Background: an optimization exercise with open tools, aiming at small area. Do not read the settings as production practice. Function was checked by simulation only, so behaviour that the tests miss may differ from the original. No activity file was given, so power comes from the tool's default toggle rates.

==> module tmr_checker, before the edit <==
module tmr_checker (
  input  logic [65:0] w0_i,
  input  logic [65:0] w1_i,
  input  logic [65:0] w2_i,
  output logic [5:0]  mismatch_o
);
  logic [65:0] ne;
  assign ne = (w0_i | w1_i | w2_i) & ~(w0_i & w1_i & w2_i);
  for (genvar g = 0; g < 6; g++) begin : gen_grp
    assign mismatch_o[g] = |ne[11*g +: 11];
  end
endmodule
==> module dmr_checker, before the edit <==
module dmr_checker (
  input  logic [2:0]  sel_i,
  input  logic [65:0] w0_i,
  input  logic [65:0] w1_i,
  input  logic [65:0] w2_i,
  input  logic [65:0] dly_i,
  output logic [5:0]  mismatch_o
);
  logic [65:0] wp, ne;
  assign wp = ({66{sel_i[0]}} & w0_i) | ({66{sel_i[1]}} & w1_i) | ({66{sel_i[2]}} & w2_i);
  assign ne = wp ^ dly_i;
  for (genvar g = 0; g < 6; g++) begin : gen_grp
    assign mismatch_o[g] = |ne[11*g +: 11];
  end
endmodule
==> module safe_bus_fabric, before the edit <==
module safe_bus_fabric (
  input  logic         clk_i,
  input  logic         rst_ni,
  input  logic [2:0]   core_req_i,
  input  logic [2:0]   core_op_i,
  input  logic [95:0]  core_addr_i,
  input  logic [95:0]  core_wdata_i,
  output logic [2:0]   core_gnt_o,
  output logic [2:0]   core_rvalid_o,
  output logic [95:0]  core_rdata_o,
  output logic [2:0]   mem_req_o,
  output logic [2:0]   mem_op_o,
  output logic [95:0]  mem_addr_o,
  output logic [95:0]  mem_wdata_o,
  input  logic [2:0]   mem_gnt_i,
  input  logic [2:0]   mem_rvalid_i,
  input  logic [95:0]  mem_rdata_i,
  input  logic [1:0]   mode_req_i,
  input  logic [1:0]   master_req_i,
  input  logic [2:0]   sleep_i,
  output logic [1:0]   mode_o,
  output logic [1:0]   master_o,
  output logic         tmr_error_o,
  output logic         dmr_error_o
);
  logic [1:0]  mode_q;      
  logic [1:0]  master_q;    
  logic        dmr1_q;      
  logic        fill_q;      
  logic        park_q;      
  logic        v0_q, v1_q;  
  logic [65:0] s0_req_q, s1_req_q;
  logic [33:0] s0_rsp_q, s1_rsp_q;    
  logic tmr, dmr, indep;
  logic [2:0] m, p, k;   
  logic [2:0] sel_own, sel_vote, sel_dly, sel_park;
  assign tmr   = mode_q[0];
  assign dmr   = mode_q[1];
  assign indep = ~mode_q[0] & ~mode_q[1];
  assign m = {master_q[1], master_q[0], ~master_q[1] & ~master_q[0]};
  assign p = {m[1], m[0], m[2]};
  assign k = {m[0], m[2], m[1]};
  assign sel_own  = {3{indep}} | ({3{dmr}} & m);
  assign sel_vote = {3{tmr}} & m;
  assign sel_dly  = {3{dmr & v1_q}} & p;
  assign sel_park = {3{dmr}} & k;
  logic [65:0] word [3];
  logic [65:0] mem_word [3];
  logic [65:0] mem_any;
  for (genvar i = 0; i < 3; i++) begin : gen_word
    assign word[i] = {core_req_i[i], core_op_i[i], core_addr_i[32*i +: 32], core_wdata_i[32*i +: 32]};
  end
  mem_router u_mem (
    .w0_i (word[0]), .w1_i (word[1]), .w2_i (word[2]),
    .sel_own_i (sel_own), .sel_vote_i (sel_vote),
    .m0_o (mem_word[0]), .m1_o (mem_word[1]), .m2_o (mem_word[2])
  );
  assign mem_any = mem_word[0] | mem_word[1] | mem_word[2];
  for (genvar i = 0; i < 3; i++) begin : gen_mem
    assign mem_req_o[i]            = mem_word[i][65];
    assign mem_op_o[i]             = mem_word[i][64];
    assign mem_addr_o[32*i +: 32]  = mem_word[i][63:32];
    assign mem_wdata_o[32*i +: 32] = mem_word[i][31:0];
  end
  logic [33:0] rsp [3];
  logic [33:0] rsp_m_n;
  logic [33:0] core_word [3];
  for (genvar i = 0; i < 3; i++) begin : gen_rsp
    assign rsp[i] = {mem_gnt_i[i], mem_rvalid_i[i], mem_rdata_i[32*i +: 32]};
  end
  core_router u_core (
    .r0_i (rsp[0]), .r1_i (rsp[1]), .r2_i (rsp[2]), .dly_n_i (s1_rsp_q),
    .m_i (m), .tmr_i (tmr), .sel_own_i (sel_own), .sel_dly_i (sel_dly),
    .sel_park_i (sel_park), .park_gnt_i (core_req_i), .park_rvalid_i (park_q),
    .rm_n_o (rsp_m_n), .c0_o (core_word[0]), .c1_o (core_word[1]), .c2_o (core_word[2])
  );
  for (genvar i = 0; i < 3; i++) begin : gen_core
    assign core_gnt_o[i]            = core_word[i][33];
    assign core_rvalid_o[i]         = core_word[i][32];
    assign core_rdata_o[32*i +: 32] = core_word[i][31:0];
  end
  logic [5:0] tmr_mismatch, dmr_mismatch;
  tmr_checker u_tmr (.w0_i(word[0]), .w1_i(word[1]), .w2_i(word[2]), .mismatch_o(tmr_mismatch));
  dmr_checker u_dmr (.sel_i(p), .w0_i(word[0]), .w1_i(word[1]), .w2_i(word[2]), .dly_i(s1_req_q),
                     .mismatch_o(dmr_mismatch));
  assign tmr_error_o = tmr & |tmr_mismatch;
  assign dmr_error_o = dmr & fill_q & |dmr_mismatch;
  assign mode_o      = mode_q;
  assign master_o    = master_q;
  always_ff @(posedge clk_i or negedge rst_ni) begin
    if (!rst_ni) begin
      mode_q   <= 2'd0;
      master_q <= 2'd0;
      dmr1_q   <= 1'b0;
      fill_q   <= 1'b0;
      park_q   <= 1'b0;
      v0_q     <= 1'b0;
      v1_q     <= 1'b0;
    end else begin
      if (&sleep_i) begin
        if (mode_req_i != 2'd3)   mode_q   <= mode_req_i;
        if (master_req_i != 2'd3) master_q <= master_req_i;
      end
      dmr1_q <= dmr;
      fill_q <= dmr & dmr1_q;
      park_q <= dmr & |(k & core_req_i);
      if (dmr) begin
        v0_q <= 1'b1;
        v1_q <= v0_q;
      end
    end
  end
  always_ff @(posedge clk_i) begin
    s0_req_q <= mem_any;
    s1_req_q <= s0_req_q;
  end
  always_ff @(posedge clk_i) begin
    if (dmr) begin
      s0_rsp_q <= rsp_m_n;
      s1_rsp_q <= s0_rsp_q;
    end
  end
endmodule
clock: 6.0 ns
lec_check: 0
cap_margin: 20
cell_pad_in_sites_detail_placement: 1
cell_pad_in_sites_global_placement: 1
core_margin: 2
core_utilization: 40
slew_margin: 20
synth_hierarchical: 1
standard.sh (not shown) runs the stock make flow with config.mk's settings and CLKGATE_MAP_FILE= SYNTH_SCRIPT=/design/flow/synth_recipe.tcl, a recipe that flattens the netlist after the stock synthesis.
==> flow/flow/run.sh <==
#!/bin/bash
# ORFS layout with three changes:
#  * synthesis is the standard one (synth_recipe.tcl, same passes and register names), but
#    ABC maps with an area-oriented script (flow/abc_area_map.script) instead of the speed
#    script; the standard flow's scripts are copied and only that file is swapped;
#  * the port buffers use the plain smallest buffer (buffer_ports otherwise picks the
#    weakest-drive buffer, a large delay cell);
#  * clock tree synthesis uses mid-size clock buffers on clusters of about 14
#    flip-flops, and no dummy loads.
# Each step's full output stays in orfs/logs; make's own output goes to *.log here.
set -euo pipefail
here=$(pwd)
rm -rf "$here/scripts_abc"
cp -r "$FLOW_HOME/scripts" "$here/scripts_abc"
cp "$here/flow/abc_area_map.script" "$here/scripts_abc/abc_speed.script"
SCRIPTS_DIR="$here/scripts_abc" bash standard.sh synth > synth.log 2>&1
export BUFFER_PORTS_ARGS="-buffer_cell sky130_fd_sc_hd__buf_1"
export CTS_ARGS="-sink_clustering_enable -repair_clock_nets -dont_use_dummy_load -sink_clustering_size 14 -sink_clustering_max_diameter 70 -buf_list {sky130_fd_sc_hd__clkbuf_8}"
bash standard.sh > layout.log 2>&1
==> flow/flow/abc_area_map.script <==
strash
dch -f
amap
topo
The first run finished clean.
==> next run, changes <==
--- a/flow/design.v
+++ b/flow/design.v
@@ -22,11 +22,7 @@
   input  logic [65:0] w1_i,
   input  logic [65:0] w2_i,
-  output logic [5:0]  mismatch_o
-);
-  logic [65:0] ne;
-  assign ne = (w0_i | w1_i | w2_i) & ~(w0_i & w1_i & w2_i);
-  for (genvar g = 0; g < 6; g++) begin : gen_grp
-    assign mismatch_o[g] = |ne[11*g +: 11];
-  end
+  output logic        mismatch_o
+);
+  assign mismatch_o = |((w0_i | w1_i | w2_i) & ~(w0_i & w1_i & w2_i));
 endmodule
 module dmr_checker (
@@ -35,13 +31,10 @@
   input  logic [65:0] w1_i,
   input  logic [65:0] w2_i,
-  input  logic [65:0] dly_i,
-  output logic [5:0]  mismatch_o
-);
-  logic [65:0] wp, ne;
+  input  logic [65:0] dly_n_i,
+  output logic        mismatch_o
+);
+  logic [65:0] wp;
   assign wp = ({66{sel_i[0]}} & w0_i) | ({66{sel_i[1]}} & w1_i) | ({66{sel_i[2]}} & w2_i);
-  assign ne = wp ^ dly_i;
-  for (genvar g = 0; g < 6; g++) begin : gen_grp
-    assign mismatch_o[g] = |ne[11*g +: 11];
-  end
+  assign mismatch_o = (wp != ~dly_n_i);
 endmodule
 `timescale 1ns/1ps
@@ -125,5 +118,5 @@
   logic        park_q;      
   logic        v0_q, v1_q;  
-  logic [65:0] s0_req_q, s1_req_q;
+  logic [65:0] s0_req_q, s1_req_q;    
   logic [33:0] s0_rsp_q, s1_rsp_q;    
   logic tmr, dmr, indep;
@@ -142,5 +135,5 @@
   logic [65:0] word [3];
   logic [65:0] mem_word [3];
-  logic [65:0] mem_any;
+  logic [65:0] mem_none;
   for (genvar i = 0; i < 3; i++) begin : gen_word
     assign word[i] = {core_req_i[i], core_op_i[i], core_addr_i[32*i +: 32], core_wdata_i[32*i +: 32]};
@@ -151,5 +144,5 @@
     .m0_o (mem_word[0]), .m1_o (mem_word[1]), .m2_o (mem_word[2])
   );
-  assign mem_any = mem_word[0] | mem_word[1] | mem_word[2];
+  assign mem_none = ~(mem_word[0] | mem_word[1] | mem_word[2]);
   for (genvar i = 0; i < 3; i++) begin : gen_mem
     assign mem_req_o[i]            = mem_word[i][65];
@@ -175,10 +168,10 @@
     assign core_rdata_o[32*i +: 32] = core_word[i][31:0];
   end
-  logic [5:0] tmr_mismatch, dmr_mismatch;
+  logic tmr_mismatch, dmr_mismatch;
   tmr_checker u_tmr (.w0_i(word[0]), .w1_i(word[1]), .w2_i(word[2]), .mismatch_o(tmr_mismatch));
-  dmr_checker u_dmr (.sel_i(p), .w0_i(word[0]), .w1_i(word[1]), .w2_i(word[2]), .dly_i(s1_req_q),
+  dmr_checker u_dmr (.sel_i(p), .w0_i(word[0]), .w1_i(word[1]), .w2_i(word[2]), .dly_n_i(s1_req_q),
                      .mismatch_o(dmr_mismatch));
-  assign tmr_error_o = tmr & |tmr_mismatch;
-  assign dmr_error_o = dmr & fill_q & |dmr_mismatch;
+  assign tmr_error_o = tmr & tmr_mismatch;
+  assign dmr_error_o = dmr & fill_q & dmr_mismatch;
   assign mode_o      = mode_q;
   assign master_o    = master_q;
@@ -207,5 +200,5 @@
   end
   always_ff @(posedge clk_i) begin
-    s0_req_q <= mem_any;
+    s0_req_q <= mem_none;
     s1_req_q <= s0_req_q;
   end
After rerunning: The new run passed the timing, DRC and antenna checks; critical path depth increases by 3; final area increases by 2.7%; area after synthesis hardly moves; via count increases by 0.49%; global-route usage increases by 1.7 points; worst setup slack gets worse by 810 ps; routed wire length increases by 4.9%; clock power increases by 3.5%; non-clock buffer count increases by 37; fmax decreases by 14%; count of clock-buffer cells in the layout does not change; utilization increases by 1.4 points; hold slack gets worse by 29 ps; power increases by 2.8%.

## static timing again, ports no longer ideal
No port has a modelled driver above. Below, the same layouts with a new extraction and two added sets of constraints. Step 1 assumes that a clkbuf_16 drives the clock port and a buf_2 every other input. Step 2, shift: input delay + t, output delay - t, t = (earliest + latest rising clock arrival at the registers) / 2. This alone moves slack from input paths to output paths. Three values: no drivers, after step 1, after step 2; two values: the first two.
run	t (ns)	slack for setup (ns)	cell pins on the clock port's net
the first run	0.554	0.838 / 0.786 / 1.051	1
the second run	0.588	0.027 / -0.031 / 0.013	1
After both steps every run listed still meets setup and hold. The setup slack of the second run, which loses most, moves by -0.058 ns with the drivers and by -0.014 ns with both steps.
